Context: an optimization exercise on an open-source flow, tuned for small area, a short achievable clock period and few clock cycles per item. The choices shown serve that exercise and are no tape-out recipe. Only simulation tests tie the RTL to the original design; equivalence was not proved.

### run.sh
#!/bin/bash
# synth_recipe.tcl (not shown) runs the flow's synth.tcl, then flattens the netlist and writes it again
# the make line also repeats each setting of config.mk as NAME=value (left out here)
make -C /OpenROAD-flow-scripts/flow DESIGN_CONFIG=/design/flow/config.mk WORK_HOME=/design/flow/orfs CLKGATE_MAP_FILE= SYNTH_SCRIPT=/design/flow/synth_recipe.tcl finish
### config.mk
export PLATFORM = sky130hd
export DESIGN_NAME = road_following_hit_assigner_unit
export DESIGN_NICKNAME = road_following_hit_assigner_unit
export VERILOG_FILES = /design/flow/design.v
export SDC_FILE = /design/flow/constraint.sdc
export NUM_CORES = 4
export LEC_CHECK = 0
export CAP_MARGIN = 20
export CORE_MARGIN = 2
export CORE_UTILIZATION = 40
export SLEW_MARGIN = 20
### constraint.sdc
create_clock -name core_clock -period 9.5 [get_ports {clk}]
set_input_delay 1.9000 -clock core_clock [delete_from_list [all_inputs] [get_ports {clk}]]
set_output_delay 1.9000 -clock core_clock [all_outputs]
set_load 0.01 [all_outputs]
### design.v
`default_nettype none
package rfha_pkg;
  localparam int MAX_TRACKS = 64;
  localparam int COORD_W    = 17;
  localparam int ROAD_W     = 35;
  localparam int OUT_IDX_W  = 6;
  localparam int IDX_W      = $clog2(MAX_TRACKS);
  localparam int CNT_W      = $clog2(MAX_TRACKS + 1);
  localparam int ABS_W      = COORD_W;
  localparam int SQ_W       = 2 * ABS_W;
  localparam int DIST_W     = SQ_W + 1;
  localparam int ROAD_RESET = 6400;
  typedef enum logic [3:0] {
    ST_IDLE  = 4'b0001,
    ST_SCAN  = 4'b0010,
    ST_DRAIN = 4'b0100,
    ST_DEC   = 4'b1000
  } state_t;
  typedef logic signed [COORD_W-1:0] coord_t;
  typedef logic [IDX_W-1:0]          idx_t;
  typedef logic [CNT_W-1:0]          cnt_t;
endpackage
`default_nettype wire
`default_nettype none
module road_following_hit_assigner_unit (
  input  wire         clk,
  input  wire         rst_n,
  input  wire         in_tvalid,
  output logic        in_tready,
  input  wire  [39:0] in_tdata,    
  input  wire  [0:0]  in_tuser,    
  output logic        out_tvalid,
  input  wire         out_tready,
  output logic [7:0]  out_tdata,   
  output logic [1:0]  out_tuser,   
  input  wire         cfg_valid,
  output logic        cfg_ready,
  input  wire  [34:0] cfg_data     
);
  rfha_pkg::state_t state_r, state_nxt;
  logic [rfha_pkg::ROAD_W-1:0] road_r;
  rfha_pkg::cnt_t   open_r, open_nxt;
  rfha_pkg::coord_t hy_r, hz_r;
  logic [rfha_pkg::IDX_W-3:0] scan_idx_r, scan_idx_nxt;    
  logic [2*rfha_pkg::COORD_W-1:0] mem [rfha_pkg::MAX_TRACKS];
  logic [3:0][2*rfha_pkg::COORD_W-1:0] mq_r;
  logic                           rd_en;
  logic                           wr_en;
  rfha_pkg::idx_t                 wr_addr;
  logic           v0_r, v1_r, v2_r;
  logic [3:0]     ok0_r, ok1_r, ok2_r;
  logic [rfha_pkg::IDX_W-3:0] idx0_r, idx1_r, idx2_r;
  logic [3:0][rfha_pkg::SQ_W-1:0] sqy_r, sqz_r;
  logic [3:0][rfha_pkg::DIST_W-1:0] d_r;
  logic [rfha_pkg::DIST_W-1:0] pm_d;
  rfha_pkg::idx_t              pm_i;
  logic                        have_r;
  logic [rfha_pkg::DIST_W-1:0] best_d_r;
  rfha_pkg::idx_t              best_r;
  logic                           out_valid_r;
  logic [rfha_pkg::OUT_IDX_W-1:0] out_idx_r;
  logic                           out_open_r, out_ovf_r;
  logic in_xfer, out_free, dec_fire;
  rfha_pkg::coord_t q_y, q_z;
  logic signed [rfha_pkg::COORD_W:0] dy_s, dz_s;
  logic [3:0][rfha_pkg::ABS_W-1:0]   ay, az;
  logic [rfha_pkg::DIST_W-1:0]       scan_d;
  logic           need_new, room, dec_opened, dec_ovf;
  rfha_pkg::idx_t dec_idx;
  assign cfg_ready  = 1'b1;
  assign in_tready  = (state_r == rfha_pkg::ST_IDLE);
  assign in_xfer    = in_tvalid && in_tready;
  assign out_free   = !out_valid_r || out_tready;
  assign dec_fire   = (state_r == rfha_pkg::ST_DEC) && out_free;
  assign out_tvalid = out_valid_r;
  assign out_tdata  = {2'b00, out_idx_r};
  assign out_tuser  = {out_ovf_r, out_open_r};
  assign rd_en = (state_r == rfha_pkg::ST_SCAN);
  always_comb begin
    for (int k = 0; k < 4; k++) begin
      q_y  = mq_r[k][rfha_pkg::COORD_W-1:0];
      q_z  = mq_r[k][2*rfha_pkg::COORD_W-1:rfha_pkg::COORD_W];
      dy_s = {q_y[rfha_pkg::COORD_W-1], q_y} - {hy_r[rfha_pkg::COORD_W-1], hy_r};
      dz_s = {q_z[rfha_pkg::COORD_W-1], q_z} - {hz_r[rfha_pkg::COORD_W-1], hz_r};
      ay[k] = dy_s[rfha_pkg::COORD_W] ? rfha_pkg::ABS_W'(-dy_s) : rfha_pkg::ABS_W'(dy_s);
      az[k] = dz_s[rfha_pkg::COORD_W] ? rfha_pkg::ABS_W'(-dz_s) : rfha_pkg::ABS_W'(dz_s);
    end
  end
  always_comb begin
    pm_d = d_r[0];
    pm_i = {idx2_r, 2'd0};
    for (int k = 1; k < 4; k++) begin
      if (ok2_r[k] && d_r[k] < pm_d) begin
        pm_d = d_r[k];
        pm_i = {idx2_r, 2'(k)};
      end
    end
  end
  assign scan_d = pm_d;
  always_comb begin
    need_new   = !have_r || (best_d_r > rfha_pkg::DIST_W'(road_r));
    room       = (open_r != rfha_pkg::CNT_W'(rfha_pkg::MAX_TRACKS));
    dec_idx    = best_r;
    dec_opened = 1'b0;
    dec_ovf    = 1'b0;
    if (need_new) begin
      if (room) begin
        dec_idx    = rfha_pkg::IDX_W'(open_r);
        dec_opened = 1'b1;
      end else begin
        dec_ovf = 1'b1;
      end
    end
  end
  assign wr_en   = dec_fire;
  assign wr_addr = dec_idx;
  always_comb begin
    state_nxt    = state_r;
    open_nxt     = open_r;
    scan_idx_nxt = scan_idx_r;
    case (state_r)
      rfha_pkg::ST_IDLE: begin
        if (in_xfer) begin
          scan_idx_nxt = '0;
          if (in_tuser[0]) begin
            open_nxt  = '0;
            state_nxt = rfha_pkg::ST_DEC;
          end else if (open_r == '0) begin
            state_nxt = rfha_pkg::ST_DEC;
          end else begin
            state_nxt = rfha_pkg::ST_SCAN;
          end
        end
      end
      rfha_pkg::ST_SCAN: begin
        scan_idx_nxt = scan_idx_r + 1'b1;
        if ({1'b0, scan_idx_r, 2'b00} + 3'd4 >= open_r) begin
          state_nxt = rfha_pkg::ST_DRAIN;
        end
      end
      rfha_pkg::ST_DRAIN: begin
        if (!v0_r && !v1_r && !v2_r) begin
          state_nxt = rfha_pkg::ST_DEC;
        end
      end
      rfha_pkg::ST_DEC: begin
        if (out_free) begin
          if (dec_opened) begin
            open_nxt = open_r + 1'b1;
          end
          state_nxt = rfha_pkg::ST_IDLE;
        end
      end
      default: state_nxt = rfha_pkg::ST_IDLE;
    endcase
  end
  always_ff @(posedge clk) begin
    if (wr_en) begin
      mem[wr_addr] <= {hz_r, hy_r};
    end
    if (rd_en) begin
      for (int k = 0; k < 4; k++) mq_r[k] <= mem[{scan_idx_r, 2'(k)}];
    end
  end
  always_ff @(posedge clk) begin
    if (!rst_n) begin
      state_r     <= rfha_pkg::ST_IDLE;
      open_r      <= '0;
      road_r      <= rfha_pkg::ROAD_W'(rfha_pkg::ROAD_RESET);
      v0_r        <= 1'b0;
      v1_r        <= 1'b0;
      v2_r        <= 1'b0;
      have_r      <= 1'b0;
      out_valid_r <= 1'b0;
    end else begin
      state_r <= state_nxt;
      open_r  <= open_nxt;
      v0_r    <= rd_en;
      v1_r    <= v0_r;
      v2_r    <= v1_r;
      if (cfg_valid && cfg_ready) begin
        road_r <= cfg_data;
      end
      if (in_xfer) begin
        have_r <= 1'b0;
      end else if (v2_r && (!have_r || scan_d < best_d_r)) begin
        have_r <= 1'b1;
      end
      if (dec_fire) begin
        out_valid_r <= 1'b1;
      end else if (out_tready) begin
        out_valid_r <= 1'b0;
      end
    end
  end
  always_ff @(posedge clk) begin
    scan_idx_r <= scan_idx_nxt;
    idx0_r     <= scan_idx_r;
    idx1_r     <= idx0_r;
    idx2_r     <= idx1_r;
    ok1_r      <= ok0_r;
    ok2_r      <= ok1_r;
    for (int k = 0; k < 4; k++) begin
      ok0_r[k]  <= ({1'b0, scan_idx_r, 2'(k)} < open_r);
      sqy_r[k]  <= ay[k] * ay[k];
      sqz_r[k]  <= az[k] * az[k];
      d_r[k]    <= {1'b0, sqy_r[k]} + {1'b0, sqz_r[k]};
    end
    if (in_xfer) begin
      hy_r <= in_tdata[rfha_pkg::COORD_W-1:0];
      hz_r <= in_tdata[2*rfha_pkg::COORD_W-1:rfha_pkg::COORD_W];
    end
    if (v2_r && (!have_r || scan_d < best_d_r)) begin
      best_d_r <= scan_d;
      best_r   <= pm_i;
    end
    if (dec_fire) begin
      out_idx_r  <= rfha_pkg::OUT_IDX_W'(dec_idx);
      out_open_r <= dec_opened;
      out_ovf_r  <= dec_ovf;
    end
  end
endmodule
`default_nettype wire
==> impl_metrics.ini <==
[worst_setup_path]
critPathSlowestCell = a311oi_4
critPathLaunchType = register
endpoint_kind = register
path_class = reg -> reg
critPathMostFrequentCell = a21o_1
cp_max_fo = 7
crit_arrival_ps = 10150
cp_slowest_stage_delay_ps = 360
required_ps = 10070

[route]
wire_per_inst_um = 21.91
wl_met2_um = 226600
route.met3.wl_um = 33500
vias = 113500
met1_length_um = 209400
final_antenna_net_count = 0
drc = 0
via_per_inst = 5.146
firstDrtPassIters = 5
drt_iter0_drc = 9546
wl_um = 483300
topRoutingLayerUsed = met5

[placement]
dp_hpwl_um = 350900
gp_congestion = 0.9083
dp_slack_ps = -680.5
numPortBuffers = 84
placed_cells = 21450

[timing]
min_period_ps = 9574
fin_crit_sh_pct = 100.8
clock_skew_ps = 63.38
final.setup.tns_ps = -1564
fin_ws_ps = -74.09
worst_pin_slew_ps = 1210
grt_setup_unrepaired = yes
fmax_mhz = 104.4
drv_slew = 0
maxSlewHeadroom_pct = 18.82
finalSetupViolCount = 40
final_hold_viol_count = 0

[hold_path]
hold_path_class = reg -> reg

[synth]
ys.flop_type = edfxtp_1
yosysTopAreaCell = edfxtp_1
ys_seq_area_share_pct = 44.51
ys_types = 108
synth_edf_count = 2399
avgSynthCellArea_um2 = 12.92
synth-warning-count = 1
netlist.area_leader.share_pct = 39.31
syn-instance-count = 14190
ys_async_sr_fraction_pct = 0
ys_ff_latch = 2875
synth_area_um2 = 183300
ys_top_cells_by_area = edfxtp_1, fa_1, ha_1

[grt]
antenna_found_initial = 20
grt_max_degree = 123
grt_pass1_wl_um = 725800
grt_pass1_vias = 116800
grtUsageTotal_pct = 20.81
grt-ovfl-total = 0

[cells_and_area]
utilization_pct = 47.32
instances_no_fill = 22060
fillerInstances = 40360
final_nets = 18750
syn2layout_area_growth_pct = 17.78
drive_above_1_share_pct = 20.57

[clock_network]
cts_tree = done
htreeDepth = 5
hold_buffers = 0
clk_latency_ps = 920
clk_pin_slew_ps = 60
cts_buffers = 302
clockRootBuffer = clkbuf_16
clkSinkCount = 2875
clk_path_buf_depth = 4

[floorplanning]
coreArea_um2 = 456100
die_y_um = 680.9
die_x_um = 680.9
die_area_um2 = 463600
start_util_pct = 40.18
num_io_pins = 94
rows = 248

[job]
drv_cap = 0

[status]
status = complete, but fails checks
so_faults = setup timing
[cells in the mapped netlist, types with 96 or more instances]
| cell type | n |
|---|---|
| clkbuf_1 | 275 |
| xnor2_1 | 417 |
| nand2b_1 | 164 |
| a21o_1 | 192 |
| mux2i_1 | 113 |
| o21ai_0 | 266 |
| o21a_1 | 102 |
| nor2b_1 | 164 |
| xor2_1 | 171 |
| ha_1 | 1300 |
| inv_1 | 2574 |
| a211oi_1 | 96 |
| or2_2 | 98 |
| fa_1 | 1547 |
| dfxtp_1 | 476 |
| nand2_1 | 589 |
| mux4_2 | 650 |
| nor3_1 | 147 |
| a21oi_1 | 435 |
| edfxtp_1 | 2399 |
| nor2_1 | 1023 |
[metal layers]
metal | track usage (%) | vias to the layer above
met5 | 0 | -
met4 | 5.228 | 8
met3 | 3.055 | 575
met2 | 34.11 | 3223
met1 | 29.12 | 57860
li1 | - | 51870
[layout by cell type, fill, tap and decap left out, types with 36 or more instances in the layout]
cell	Yosys	final
buf_4	7	1500
a21oi_1	435	381
a31oi_1	49	38
nor2_1	1023	999
clkinv_1	46	75
nor3_1	147	127
nand3_1	95	88
ha_1	1300	1263
xnor2_1	417	390
inv_1	2574	2551
o21bai_1	54	54
clkbuf_16	0	316
mux2i_1	113	100
nand2_1	589	582
a21o_1	192	191
xor2_1	171	158
dfxtp_1	476	470
a21oi_2	2	54
nand4_1	57	57
clkdlybuf4s50_1	0	82
and2_1	38	36
edfxtp_1	2399	2399
or2_2	98	96
clkinv_2	0	53
fa_1	1547	1543
buf_12	0	76
and3_1	53	51
a211oi_1	96	73
nor2b_1	164	163
o21ai_0	266	226
nor4_2	1	58
clkbuf_1	275	65
o21a_1	102	101
nand2b_1	164	162
mux4_2	650	650
[worst max-delay path, delay by kind of cell (launching register included)]
family | cells | cell delay, ps
compound gates | 24 | 4130
simple gates | 13 | 2230
buf+inv | 9 | 1190
fa+ha+maj | 4 | 1060
flops | 1 | 320
mux | 1 | 250
[cell families after synthesis]
| logic type | after synthesis | synth area share, % |
|---|---|---|
| multiplexers | 773 | 8.666 |
| other | 2 | 0.004098 |
| buffers and inverters | 2996 | 6.166 |
| AND/OR/NAND/NOR | 2614 | 6.635 |
| AO/OA/AOI/OAI | 1476 | 5.232 |
| adder cells (fa/ha/maj) | 2847 | 25.77 |
| flip-flops | 2875 | 44.51 |
| XOR/XNOR | 607 | 3.015 |
[final cells by class]
| type | instances | area, µm² | share of cell area [%] |
|---|---|---|---|
| clock buffer | 390 | 8219 | 3.808 |
| tap | 6000 | 7507 | 3.478 |
| antenna | 13 | 32.53 | 0.01507 |
| inverter | 2633 | 9943 | 4.607 |
| clock inverter | 146 | 1409 | 0.6527 |
| timing repair buffer | 1686 | 13990 | 6.479 |
| multi-input combinational | 8321 | 93180 | 43.17 |
| sequential | 2875 | 81580 | 37.79 |
[registers in the layout (all words and copies together), names as in the netlist, 6 cells and up]
register,cells
hy_r,17
out_idx_r,6
mem,2176
best_r,6
best_d_r,35
hz_r,17
d_r,140
sqz_r,132
mq_r,136
sqy_r,132
road_r,35
open_r,7
[final timing paths]
path,cells past startpoint,startpoint,slack [ps],endpoint
max,51,d_r[24],-70,best_r[5]
min,0,idx1_r[2],330,idx2_r[2]
max reg2reg,51,d_r[24],-70,best_r[5]
min reg2reg,0,idx1_r[2],330,idx2_r[2]
[what timing repair did]
action	CTS	global route
pin swaps	29	178
setup endpoints to repair	61	107
buffers inserted	14	48
gates cloned	2	5
gates resized for setup	61	385
[stage by stage]
stage                     cell area, µm²  hold WS [ps]
after global placement            203400         310.4
after CTS                         213500         325.3
after global routing              215800         332.2
final                             215900         326.0
after floorplan                   183700         309.6
after detailed placement          203400         312.1
Testbench counts, summed over its fixed seeds: cycles 249,495, items 13,202.

==> separate check: timing with driven ports <==
No port has a modelled driver above. Below, the same layout with a new extraction and two added sets of constraints. Step 1 (the two cells are an assumption about what drives the block):
set clk [get_ports {clk}]
set_driving_cell -lib_cell sky130_fd_sc_hd__clkbuf_16 $clk
set_driving_cell -lib_cell sky130_fd_sc_hd__buf_2 [delete_from_list [all_inputs] $clk]
Step 2 adds t to the input delays and takes it off the output delays; t is the mean of the earliest and latest rising clock arrival at the registers after step 1. Input paths then give back, and output paths get back, about the clock's delay inside the block. a / b / c = no drivers / after step 1 / after step 2; a / b = the first two.
shift t [ns]: 0.994
setup slack, ns: -0.074 / -0.074 / -0.074
worst register clock-pin slew, ns: 0.08 / 0.08
cell pins on the clock port's net: 1
For this run, drivers alone change the setup slack by 0.000 ns; drivers and shift together by 0.000 ns.
